From an optimization exercise on the open Yosys and OpenROAD flow, aimed at small area, a short achievable clock period and few clock cycles per item; shortcuts taken in it are not production practice. At most, simulation tests tie the RTL to the original design; equivalence was not proved. Power and IR drop assume default switching activity.

==> flow/design.v <==
`timescale 1ns/1ps
package query_pkg;
	localparam int NUM_PRED  = 8;       
	localparam int COL_W     = 32;
	localparam int BEAT_W    = 256;
	localparam int SEL_W     = $clog2(NUM_PRED);
	localparam int PRED_W    = 48;      
	localparam int TABLE_W   = 2 ** NUM_PRED;
	localparam int CNT_W     = 32;      
	localparam int REC_W     = NUM_PRED * COL_W;
	localparam int PREDS_LO  = 5;
	localparam int PREDS_HI  = NUM_PRED - PREDS_LO;
	localparam int CFG_W     = COL_W + SEL_W + 3;
	localparam int CHUNK_W   = 4;
	localparam int NUM_CHUNK = COL_W / CHUNK_W;
	localparam logic [7:0] OP_EQ = 8'd0;
	localparam logic [7:0] OP_NE = 8'd1;
	localparam logic [7:0] OP_LT = 8'd2;
	localparam logic [7:0] OP_GT = 8'd3;
	localparam logic [7:0] OP_LE = 8'd4;
	localparam logic [7:0] OP_GE = 8'd5;
	localparam int OP_LSB    = 0;
	localparam int COL_LSB   = 8;
	localparam int VALUE_LSB = 16;
endpackage
`timescale 1ns/1ps
module predicate_unit
(
	input  logic [query_pkg::CFG_W-1:0]     cfg,
	input  logic [query_pkg::REC_W-1:0]     rec,
	output logic [query_pkg::NUM_CHUNK-1:0] eq,
	output logic [query_pkg::NUM_CHUNK-1:0] lt
);
	localparam int COL_W     = query_pkg::COL_W;
	localparam int NUM_PRED  = query_pkg::NUM_PRED;
	localparam int CHUNK_W   = query_pkg::CHUNK_W;
	localparam int NUM_CHUNK = query_pkg::NUM_CHUNK;
	logic [COL_W-1:0]            value;
	logic [query_pkg::SEL_W-1:0] col;
	logic                        use_eq;
	logic                        use_lt;
	logic [COL_W-1:0]            col_val;
	logic [NUM_CHUNK-1:0]        c_eq;
	logic [NUM_CHUNK-1:0]        c_lt;
	assign value  = cfg[0 +: COL_W];
	assign col    = cfg[COL_W +: query_pkg::SEL_W];
	assign use_eq = cfg[COL_W + query_pkg::SEL_W];
	assign use_lt = cfg[COL_W + query_pkg::SEL_W + 1];
	assign col_val = rec[col*COL_W +: COL_W];
	for (genvar k = 0; k < NUM_CHUNK; k++)
	begin : g_chunk
		assign c_eq[k] = (col_val[k*CHUNK_W +: CHUNK_W] == value[k*CHUNK_W +: CHUNK_W]);
		assign c_lt[k] = (col_val[k*CHUNK_W +: CHUNK_W] <  value[k*CHUNK_W +: CHUNK_W]);
	end
	assign lt = {c_lt[NUM_CHUNK-1:1] & {(NUM_CHUNK-1){use_lt}},
		(use_lt & c_lt[0]) | (use_eq & c_eq[0])};
	assign eq = {c_eq[NUM_CHUNK-1:1], 1'b0};
endmodule
`timescale 1ns/1ps
module match_lookup
(
	input  logic                                              clk,
	input  logic                                              rst,
	input  logic                                              in_valid,
	input  logic                                              in_last,
	input  logic [query_pkg::NUM_PRED*query_pkg::NUM_CHUNK-1:0] eq,
	input  logic [query_pkg::NUM_PRED*query_pkg::NUM_CHUNK-1:0] lt,
	input  logic [query_pkg::NUM_PRED*query_pkg::CFG_W-1:0]   cfgs,
	input  logic [query_pkg::TABLE_W-1:0]                     table_bits,
	output logic                                              match_valid,
	output logic                                              match,
	output logic                                              query_done
);
	localparam int NUM_PRED  = query_pkg::NUM_PRED;
	localparam int NUM_CHUNK = query_pkg::NUM_CHUNK;
	localparam int CFG_W     = query_pkg::CFG_W;
	localparam int FLAG_LSB  = query_pkg::COL_W + query_pkg::SEL_W;
	localparam int LO_W  = NUM_PRED / 2;
	localparam int NUM_HI = 2 ** (NUM_PRED - LO_W);
	logic [NUM_PRED-1:0]        hits;
	logic [NUM_HI-1:0]          part;
	logic [NUM_HI-1:0]          part_r;
	logic [NUM_PRED-LO_W-1:0]   hi_r;
	logic                       valid_r;
	logic                       last_r;
	always_comb
	begin
		for (int p = 0; p < NUM_PRED; p++)
		begin
			logic r;
			r = lt[p*NUM_CHUNK];
			for (int k = 1; k < NUM_CHUNK; k++)
				r = lt[p*NUM_CHUNK + k] | (eq[p*NUM_CHUNK + k] & r);
			hits[p] = r ^ cfgs[p*CFG_W + FLAG_LSB + 2];
		end
	end
	always_comb
	begin
		for (int j = 0; j < NUM_HI; j++)
			part[j] = table_bits[j*(2**LO_W) + hits[LO_W-1:0]];
	end
	always_ff @(posedge clk or negedge rst)
	begin
		if (!rst)
		begin
			valid_r     <= 1'b0;
			last_r      <= 1'b0;
			match_valid <= 1'b0;
			query_done  <= 1'b0;
		end
		else
		begin
			valid_r     <= in_valid;
			last_r      <= in_last;
			match_valid <= valid_r;
			query_done  <= valid_r && last_r;
		end
	end
	always_ff @(posedge clk)
	begin
		part_r <= part;
		hi_r   <= hits[NUM_PRED-1:LO_W];
		match  <= part_r[hi_r];
	end
endmodule
`timescale 1ns/1ps
module query_controller
(
	input  logic                                         clk,
	input  logic                                         rst,
	input  logic                                         cmd_pending,
	input  logic [query_pkg::BEAT_W-1:0]                 para_data,
	input  logic                                         rec_valid,
	output logic                                         para_rd,
	output logic                                         cmd_ack,
	output logic                                         query_active,
	output logic [query_pkg::NUM_PRED*query_pkg::CFG_W-1:0] cfgs,
	output logic [query_pkg::TABLE_W-1:0]                table_bits,
	output logic                                         stage_valid,
	output logic                                         stage_last
);
	localparam int PRED_W   = query_pkg::PRED_W;
	localparam int PREDS_LO = query_pkg::PREDS_LO;
	localparam int PREDS_HI = query_pkg::PREDS_HI;
	localparam int CNT_W    = query_pkg::CNT_W;
	localparam int TABLE_W  = query_pkg::TABLE_W;
	localparam int CFG_W    = query_pkg::CFG_W;
	localparam int COL_W    = query_pkg::COL_W;
	localparam int SEL_W    = query_pkg::SEL_W;
	logic [1:0]       beat;        
	logic             active;      
	logic             tail;        
	logic [CNT_W-1:0] cnt;         
	logic             accept;
	logic             pop_last;
	logic [1:0]       beat_n;
	logic             active_n;
	logic             tail_n;
	logic             fifo_ok_n;
	logic             can_pop_n;
	logic             rd_n;
	logic [3:0]       load;        
	function automatic logic [CFG_W-1:0] decode(input logic [PRED_W-1:0] p);
		logic [7:0] op;
		logic [7:0] col;
		logic       ok;
		logic       e;
		logic       l;
		logic       i;
		op  = p[query_pkg::OP_LSB +: 8];
		col = p[query_pkg::COL_LSB +: 8];
		ok  = (col < 8'(query_pkg::NUM_PRED)) && (op <= query_pkg::OP_GE);
		e   = ok && (op == query_pkg::OP_EQ || op == query_pkg::OP_NE ||
			op == query_pkg::OP_GT || op == query_pkg::OP_LE);
		l   = ok && (op == query_pkg::OP_LT || op == query_pkg::OP_GT ||
			op == query_pkg::OP_LE || op == query_pkg::OP_GE);
		i   = ok && (op == query_pkg::OP_NE || op == query_pkg::OP_GT ||
			op == query_pkg::OP_GE);
		decode = {i, l, e, col[SEL_W-1:0], p[query_pkg::VALUE_LSB +: COL_W]};
	endfunction
	assign query_active = active;
	assign accept       = rec_valid && active;
	assign pop_last     = para_rd && (beat == 2'd3);
	always_comb
	begin
		beat_n   = para_rd ? beat + 2'd1 : beat;
		active_n = active;
		tail_n   = tail;
		if (accept && tail)
		begin
			active_n = 1'b0;
			tail_n   = 1'b0;
		end
		else if (accept && (cnt == CNT_W'(2)))
			tail_n = 1'b1;
		if (pop_last)
		begin
			active_n = 1'b1;
			tail_n   = (cnt == CNT_W'(1));
		end
	end
	assign fifo_ok_n = (beat_n != 2'd0) || (cmd_pending && !pop_last);
	always_comb
	begin
		case (beat_n)
			2'd0:    can_pop_n = !active_n || tail_n;    
			2'd1:    can_pop_n = !active_n;              
			default: can_pop_n = 1'b1;
		endcase
	end
	assign rd_n = fifo_ok_n && can_pop_n;
	always_ff @(posedge clk or negedge rst)
	begin
		if (!rst)
		begin
			load        <= 4'd0;
			beat        <= 2'd0;
			active      <= 1'b0;
			tail        <= 1'b0;
			para_rd     <= 1'b0;
			cmd_ack     <= 1'b0;
			stage_valid <= 1'b0;
			stage_last  <= 1'b0;
		end
		else
		begin
			beat        <= beat_n;
			active      <= active_n;
			tail        <= tail_n;
			para_rd     <= rd_n;
			for (int b = 0; b < 4; b++)
				load[b] <= rd_n && (beat_n == 2'(b));
			cmd_ack     <= pop_last;
			stage_valid <= accept;
			stage_last  <= accept && tail;
		end
	end
	always_ff @(posedge clk)
	begin
		if (load[0])
			cnt <= para_data[CNT_W-1:0];
		else if (accept && !tail)
			cnt <= cnt - CNT_W'(1);
	end
	always_ff @(posedge clk)
	begin
		if (load[1])
			table_bits <= para_data[TABLE_W-1:0];
		if (load[2])
		begin
			for (int i = 0; i < PREDS_LO; i++)
				cfgs[i*CFG_W +: CFG_W] <= decode(para_data[i*PRED_W +: PRED_W]);
		end
		if (load[3])
		begin
			for (int i = 0; i < PREDS_HI; i++)
				cfgs[(PREDS_LO+i)*CFG_W +: CFG_W] <= decode(para_data[i*PRED_W +: PRED_W]);
		end
	end
endmodule
`timescale 1ns/1ps
module query_filter
(
	input  logic              clk,
	input  logic              rst,
	input  logic              cmd_pending,
	input  logic [query_pkg::BEAT_W-1:0] para_data,
	output logic              para_rd,
	output logic              cmd_ack,
	input  logic              rec_valid,
	input  logic [query_pkg::REC_W-1:0] rec_data,
	output logic              query_active,
	output logic              match_valid,
	output logic              match,
	output logic              query_done
);
	logic [query_pkg::NUM_PRED*query_pkg::CFG_W-1:0] cfgs;
	logic [query_pkg::TABLE_W-1:0] table_bits;
	logic                stage_valid;
	logic                stage_last;
	logic [query_pkg::NUM_PRED*query_pkg::NUM_CHUNK-1:0] eq;
	logic [query_pkg::NUM_PRED*query_pkg::NUM_CHUNK-1:0] lt;
	logic [query_pkg::NUM_PRED*query_pkg::NUM_CHUNK-1:0] eq_r;
	logic [query_pkg::NUM_PRED*query_pkg::NUM_CHUNK-1:0] lt_r;
	query_controller u_ctrl
	(
		.clk          (clk),
		.rst          (rst),
		.cmd_pending  (cmd_pending),
		.para_data    (para_data),
		.rec_valid    (rec_valid),
		.para_rd      (para_rd),
		.cmd_ack      (cmd_ack),
		.query_active (query_active),
		.cfgs         (cfgs),
		.table_bits   (table_bits),
		.stage_valid  (stage_valid),
		.stage_last   (stage_last)
	);
	for (genvar g = 0; g < query_pkg::NUM_PRED; g++)
	begin : g_pred
		predicate_unit u_pred
		(
			.cfg (cfgs[g*query_pkg::CFG_W +: query_pkg::CFG_W]),
			.rec (rec_data),
			.eq  (eq[g*query_pkg::NUM_CHUNK +: query_pkg::NUM_CHUNK]),
			.lt  (lt[g*query_pkg::NUM_CHUNK +: query_pkg::NUM_CHUNK])
		);
	end
	always_ff @(posedge clk)
	begin
		eq_r <= eq;
		lt_r <= lt;
	end
	match_lookup u_lookup
	(
		.clk          (clk),
		.rst          (rst),
		.in_valid     (stage_valid),
		.in_last      (stage_last),
		.eq           (eq_r),
		.lt           (lt_r),
		.cfgs         (cfgs),
		.table_bits   (table_bits),
		.match_valid  (match_valid),
		.match        (match),
		.query_done   (query_done)
	);
endmodule
Settings: LEC_CHECK=0, CAP_MARGIN=20, CORE_MARGIN=2, CORE_UTILIZATION=40, SETUP_SLACK_MARGIN=3.5, SLEW_MARGIN=20, TNS_END_PERCENT=5; clock period 6.0 ns.
standard.sh (not shown) runs the stock make flow with config.mk's settings and CLKGATE_MAP_FILE= SYNTH_SCRIPT=/design/flow/synth_recipe.tcl, a recipe that flattens the netlist after the stock synthesis.
==> flow/flow/run.sh <==
#!/bin/bash
# The standard layout (the standard.sh: standard synthesis, floorplan, place, CTS, route),
# with one change: the port buffers that placement inserts are plain buffers
# (sky130_fd_sc_hd__buf_1) rather than the delay cells buffer_ports picks by default.
# Every port still gets its own buffer. make's full output goes to standard.log; each
# ORFS step's own log is under orfs/logs/.
set -euo pipefail
export BUFFER_PORTS_ARGS="-buffer_cell sky130_fd_sc_hd__buf_1"
bash standard.sh > standard.log 2>&1
Change:
--- a/flow/design.v
+++ b/flow/design.v
@@ -8,11 +8,11 @@
 	localparam int TABLE_W   = 2 ** NUM_PRED;
 	localparam int CNT_W     = 32;      
 	localparam int REC_W     = NUM_PRED * COL_W;
 	localparam int PREDS_LO  = 5;
 	localparam int PREDS_HI  = NUM_PRED - PREDS_LO;
-	localparam int CFG_W     = COL_W + SEL_W + 3;
+	localparam int CFG_W     = COL_W + SEL_W + 3 + 2;
 	localparam int CHUNK_W   = 4;
 	localparam int NUM_CHUNK = COL_W / CHUNK_W;
 	localparam logic [7:0] OP_EQ = 8'd0;
 	localparam logic [7:0] OP_NE = 8'd1;
 	localparam logic [7:0] OP_LT = 8'd2;
@@ -37,18 +37,20 @@
 	localparam int NUM_CHUNK = query_pkg::NUM_CHUNK;
 	logic [COL_W-1:0]            value;
 	logic [query_pkg::SEL_W-1:0] col;
 	logic                        use_eq;
 	logic                        use_lt;
+	logic [query_pkg::SEL_W-1:0] col_hi;
 	logic [COL_W-1:0]            col_val;
 	logic [NUM_CHUNK-1:0]        c_eq;
 	logic [NUM_CHUNK-1:0]        c_lt;
 	assign value  = cfg[0 +: COL_W];
 	assign col    = cfg[COL_W +: query_pkg::SEL_W];
 	assign use_eq = cfg[COL_W + query_pkg::SEL_W];
 	assign use_lt = cfg[COL_W + query_pkg::SEL_W + 1];
-	assign col_val = rec[col*COL_W +: COL_W];
+	assign col_hi = {col[2], ~cfg[COL_W + query_pkg::SEL_W + 3 +: 2]};
+	assign col_val = {rec[col_hi*COL_W + COL_W/2 +: COL_W/2], rec[col*COL_W +: COL_W/2]};
 	for (genvar k = 0; k < NUM_CHUNK; k++)
 	begin : g_chunk
 		assign c_eq[k] = (col_val[k*CHUNK_W +: CHUNK_W] == value[k*CHUNK_W +: CHUNK_W]);
 		assign c_lt[k] = (col_val[k*CHUNK_W +: CHUNK_W] <  value[k*CHUNK_W +: CHUNK_W]);
 	end
@@ -73,11 +75,11 @@
 );
 	localparam int NUM_PRED  = query_pkg::NUM_PRED;
 	localparam int NUM_CHUNK = query_pkg::NUM_CHUNK;
 	localparam int CFG_W     = query_pkg::CFG_W;
 	localparam int FLAG_LSB  = query_pkg::COL_W + query_pkg::SEL_W;
-	localparam int LO_W  = NUM_PRED / 2;
+	localparam int LO_W  = 3;
 	localparam int NUM_HI = 2 ** (NUM_PRED - LO_W);
 	logic [NUM_PRED-1:0]        hits;
 	logic [NUM_HI-1:0]          part;
 	logic [NUM_HI-1:0]          part_r;
 	logic [NUM_PRED-LO_W-1:0]   hi_r;
@@ -174,11 +176,11 @@
 			op == query_pkg::OP_GT || op == query_pkg::OP_LE);
 		l   = ok && (op == query_pkg::OP_LT || op == query_pkg::OP_GT ||
 			op == query_pkg::OP_LE || op == query_pkg::OP_GE);
 		i   = ok && (op == query_pkg::OP_NE || op == query_pkg::OP_GT ||
 			op == query_pkg::OP_GE);
-		decode = {i, l, e, col[SEL_W-1:0], p[query_pkg::VALUE_LSB +: COL_W]};
+		decode = {~col[1:0], i, l, e, col[SEL_W-1:0], p[query_pkg::VALUE_LSB +: COL_W]};
 	endfunction
 	assign query_active = active;
 	assign accept       = rec_valid && active;
 	assign pop_last     = para_rd && (beat == 2'd3);
 	always_comb
After rerunning: Design area rises by 2.2%; register-to-register slack gains 0.05 ns; via count falls by 1.2%; die area rises by 2.3%; routed wire length falls by 0.73%; core utilization stays flat; power rises by 87%; synthesized cell count falls by 0.98%; non-clock buffer count rises by 8; global-route usage falls by 1.2 points.
Testbench counts after the change, summed over its fixed seeds: cycles 14,439, items 13,240.
No functional check of the RTL was part of the first run of this note.

---

== wip/ember ==
query_filter, a different RTL version from the one above (not shown whole).
For scale: ~3000 cells after synthesis, about 820 flip-flops.
==> module predicate_unit, before the edit <==
module predicate_unit
(
	input  logic [query_pkg::CFG_W-1:0]     cfg,
	input  logic [query_pkg::REC_W-1:0]     rec,
	output logic [query_pkg::NUM_CHUNK-1:0] eq,
	output logic [query_pkg::NUM_CHUNK-1:0] lt
);
	localparam int COL_W     = query_pkg::COL_W;
	localparam int NUM_PRED  = query_pkg::NUM_PRED;
	localparam int CHUNK_W   = query_pkg::CHUNK_W;
	localparam int NUM_CHUNK = query_pkg::NUM_CHUNK;
	logic [COL_W-1:0]            value;
	logic [query_pkg::SEL_W-1:0] col;
	logic                        use_eq;
	logic                        use_lt;
	logic [query_pkg::SEL_W-1:0] col_hi;
	logic [COL_W-1:0]            col_val;
	logic [NUM_CHUNK-1:0]        c_eq;
	logic [NUM_CHUNK-1:0]        c_lt;
	assign value  = cfg[0 +: COL_W];
	assign col    = cfg[COL_W +: query_pkg::SEL_W];
	assign use_eq = cfg[COL_W + query_pkg::SEL_W];
	assign use_lt = cfg[COL_W + query_pkg::SEL_W + 1];
	assign col_hi = {col[2], ~cfg[COL_W + query_pkg::SEL_W + 3 +: 2]};
	assign col_val = {rec[col_hi*COL_W + COL_W/2 +: COL_W/2], rec[col*COL_W +: COL_W/2]};
	for (genvar k = 0; k < NUM_CHUNK; k++)
	begin : g_chunk
		assign c_eq[k] = (col_val[k*CHUNK_W +: CHUNK_W] == value[k*CHUNK_W +: CHUNK_W]);
		assign c_lt[k] = (col_val[k*CHUNK_W +: CHUNK_W] <  value[k*CHUNK_W +: CHUNK_W]);
	end
	assign lt = {c_lt[NUM_CHUNK-1:1], (use_lt & c_lt[0]) | (use_eq & c_eq[0])};
	assign eq = {c_eq[NUM_CHUNK-1:1], 1'b0};
endmodule
==> module match_lookup, before the edit <==
module match_lookup
(
	input  logic                                              clk,
	input  logic                                              rst,
	input  logic                                              in_valid,
	input  logic                                              in_last,
	input  logic [query_pkg::NUM_PRED*query_pkg::NUM_CHUNK-1:0] eq,
	input  logic [query_pkg::NUM_PRED*query_pkg::NUM_CHUNK-1:0] lt,
	input  logic [query_pkg::NUM_PRED*query_pkg::CFG_W-1:0]   cfgs,
	input  logic [query_pkg::TABLE_W-1:0]                     table_bits,
	output logic                                              match_valid,
	output logic                                              match,
	output logic                                              query_done
);
	localparam int NUM_PRED  = query_pkg::NUM_PRED;
	localparam int NUM_CHUNK = query_pkg::NUM_CHUNK;
	localparam int CFG_W     = query_pkg::CFG_W;
	localparam int FLAG_LSB  = query_pkg::COL_W + query_pkg::SEL_W;
	localparam int LO_W  = 2;
	localparam int NUM_HI = 2 ** (NUM_PRED - LO_W);
	logic [NUM_PRED-1:0]        hits;
	logic [NUM_HI-1:0]          part;
	logic [NUM_HI-1:0]          part_r;
	logic [NUM_PRED-LO_W-1:0]   hi_r;
	logic                       valid_r;
	logic                       last_r;
	always_comb
	begin
		for (int p = 0; p < NUM_PRED; p++)
		begin
			logic r;
			r = lt[p*NUM_CHUNK];
			for (int k = 1; k < NUM_CHUNK; k++)
				r = (cfgs[p*CFG_W + FLAG_LSB + 1] & lt[p*NUM_CHUNK + k]) | (eq[p*NUM_CHUNK + k] & r);
			hits[p] = r ^ cfgs[p*CFG_W + FLAG_LSB + 2];
		end
	end
	always_comb
	begin
		for (int j = 0; j < NUM_HI; j++)
			part[j] = table_bits[j*(2**LO_W) + hits[LO_W-1:0]];
	end
	always_ff @(posedge clk or negedge rst)
	begin
		if (!rst)
		begin
			valid_r     <= 1'b0;
			last_r      <= 1'b0;
			match_valid <= 1'b0;
			query_done  <= 1'b0;
		end
		else
		begin
			valid_r     <= in_valid;
			last_r      <= in_last;
			match_valid <= valid_r;
			query_done  <= valid_r && last_r;
		end
	end
	always_ff @(posedge clk)
	begin
		part_r <= part;
		hi_r   <= hits[NUM_PRED-1:LO_W];
		match  <= part_r[hi_r];
	end
endmodule
==> flow/config.mk <==
export PLATFORM = sky130hd
export DESIGN_NAME = query_filter
export DESIGN_NICKNAME = query_filter
export VERILOG_FILES = /design/flow/design.v
export SDC_FILE = /design/flow/constraint.sdc
export NUM_CORES = 4
export LEC_CHECK = 0
export CAP_MARGIN = 20
export CORE_MARGIN = 2
export CORE_UTILIZATION = 40
export CTS_CLUSTER_DIAMETER = 70
export CTS_CLUSTER_SIZE = 30
export SETUP_SLACK_MARGIN = 3.6
export SLEW_MARGIN = 20
export TNS_END_PERCENT = 1
==> flow/constraint.sdc <==
create_clock -name core_clock -period 6.0 [get_ports {clk}]
set_input_delay 1.2000 -clock core_clock [delete_from_list [all_inputs] [get_ports {clk}]]
set_output_delay 1.2000 -clock core_clock [all_outputs]
set_load 0.01 [all_outputs]
Scripts as last shown in full above: flow/flow/run.sh
Testbench counts of wip/ember, summed over its fixed seeds: cycles 14,439, items 13,240.
> inputs changed (wip/ember -> wip/tundra)
diff --git a/flow/design.v b/flow/design.v
--- a/flow/design.v
+++ b/flow/design.v
@@ -54,7 +54,8 @@
 		assign c_eq[k] = (col_val[k*CHUNK_W +: CHUNK_W] == value[k*CHUNK_W +: CHUNK_W]);
 		assign c_lt[k] = (col_val[k*CHUNK_W +: CHUNK_W] <  value[k*CHUNK_W +: CHUNK_W]);
 	end
-	assign lt = {c_lt[NUM_CHUNK-1:1], (use_lt & c_lt[0]) | (use_eq & c_eq[0])};
+	assign lt = {c_lt[NUM_CHUNK-1:1] & {(NUM_CHUNK-1){use_lt}},
+		(use_lt & c_lt[0]) | (use_eq & c_eq[0])};
 	assign eq = {c_eq[NUM_CHUNK-1:1], 1'b0};
 endmodule
 `timescale 1ns/1ps
@@ -76,7 +77,7 @@
 	localparam int NUM_CHUNK = query_pkg::NUM_CHUNK;
 	localparam int CFG_W     = query_pkg::CFG_W;
 	localparam int FLAG_LSB  = query_pkg::COL_W + query_pkg::SEL_W;
-	localparam int LO_W  = 2;
+	localparam int LO_W  = 3;
 	localparam int NUM_HI = 2 ** (NUM_PRED - LO_W);
 	logic [NUM_PRED-1:0]        hits;
 	logic [NUM_HI-1:0]          part;
@@ -91,7 +92,7 @@
 			logic r;
 			r = lt[p*NUM_CHUNK];
 			for (int k = 1; k < NUM_CHUNK; k++)
-				r = (cfgs[p*CFG_W + FLAG_LSB + 1] & lt[p*NUM_CHUNK + k]) | (eq[p*NUM_CHUNK + k] & r);
+				r = lt[p*NUM_CHUNK + k] | (eq[p*NUM_CHUNK + k] & r);
 			hits[p] = r ^ cfgs[p*CFG_W + FLAG_LSB + 2];
 		end
 	end
==> comparison <==
When wip/tundra is measured against wip/ember, its x dimension of the die turns out 0.36% higher.
Of wip/ember and wip/tundra, wip/ember shows the higher setup slack of the critical path after layout, with wip/tundra below it.
For slew of the pin with the lowest slew margin, wip/ember and wip/tundra come out practically identical.
Changes observed in wip/tundra relative to wip/ember: relative contribution of combinational cells to total power now larger; setup slack on the worst flop-to-flop path now smaller; final wirelength now larger.
wip/tundra and wip/ember ended up with roughly the same arrival time at the worst endpoint.
Between wip/ember and wip/tundra, met1 track demand over resource in global routing is higher for wip/tundra, wip/ember comes in under that.
Global-route wire length before repair, wip/ember and wip/tundra: larger value in wip/tundra
Going from wip/ember to wip/tundra, final weighted congestion of routability-driven global placement shrinks by about 1.8%.
Sort wip/ember and wip/tundra by synthesized area per cell asc -> top: wip/tundra
Testbench counts of wip/tundra, summed over its fixed seeds: cycles 14,439, items 13,240.

static timing again, ports no longer ideal:
In the flow no input, the clock included, has a driving cell. The finished layouts below were timed again as built, in two steps.
Step 1 assumes that a clkbuf_16 drives the clock port and a buf_2 every other input.
Step 2, shift: input delay + t, output delay - t, t = (earliest + latest rising clock arrival at the registers) / 2. This alone moves slack from input paths to output paths.
Slacks: ideal ports / drivers / drivers and shift; pairs: ideal ports / drivers.
| run | t (ns) | setup slack, ns | worst setup path after step 2 | slew at the worst register clock pin (ns) | cell pins on the clock port's net |
|---|---|---|---|---|---|
| the first run of note 1 | 0.740 | 3.283 / 3.283 / 2.585 | input to register | 0.07 / 0.07 | 1 |
| the second run of note 1 | 0.753 | 3.334 / 3.334 / 2.711 | input to register | 0.07 / 0.07 | 1 |
| wip/ember | 0.772 | 3.454 / 3.461 / 2.734 | input to register | 0.12 / 0.12 | 1 |
| wip/tundra | 0.744 | 3.389 / 3.389 / 2.694 | input to register | 0.10 / 0.10 | 1 |
After both steps setup and hold are still met in every run listed. For wip/ember, which loses most, drivers alone change the setup slack by +0.007 ns; drivers and shift together by -0.720 ns.
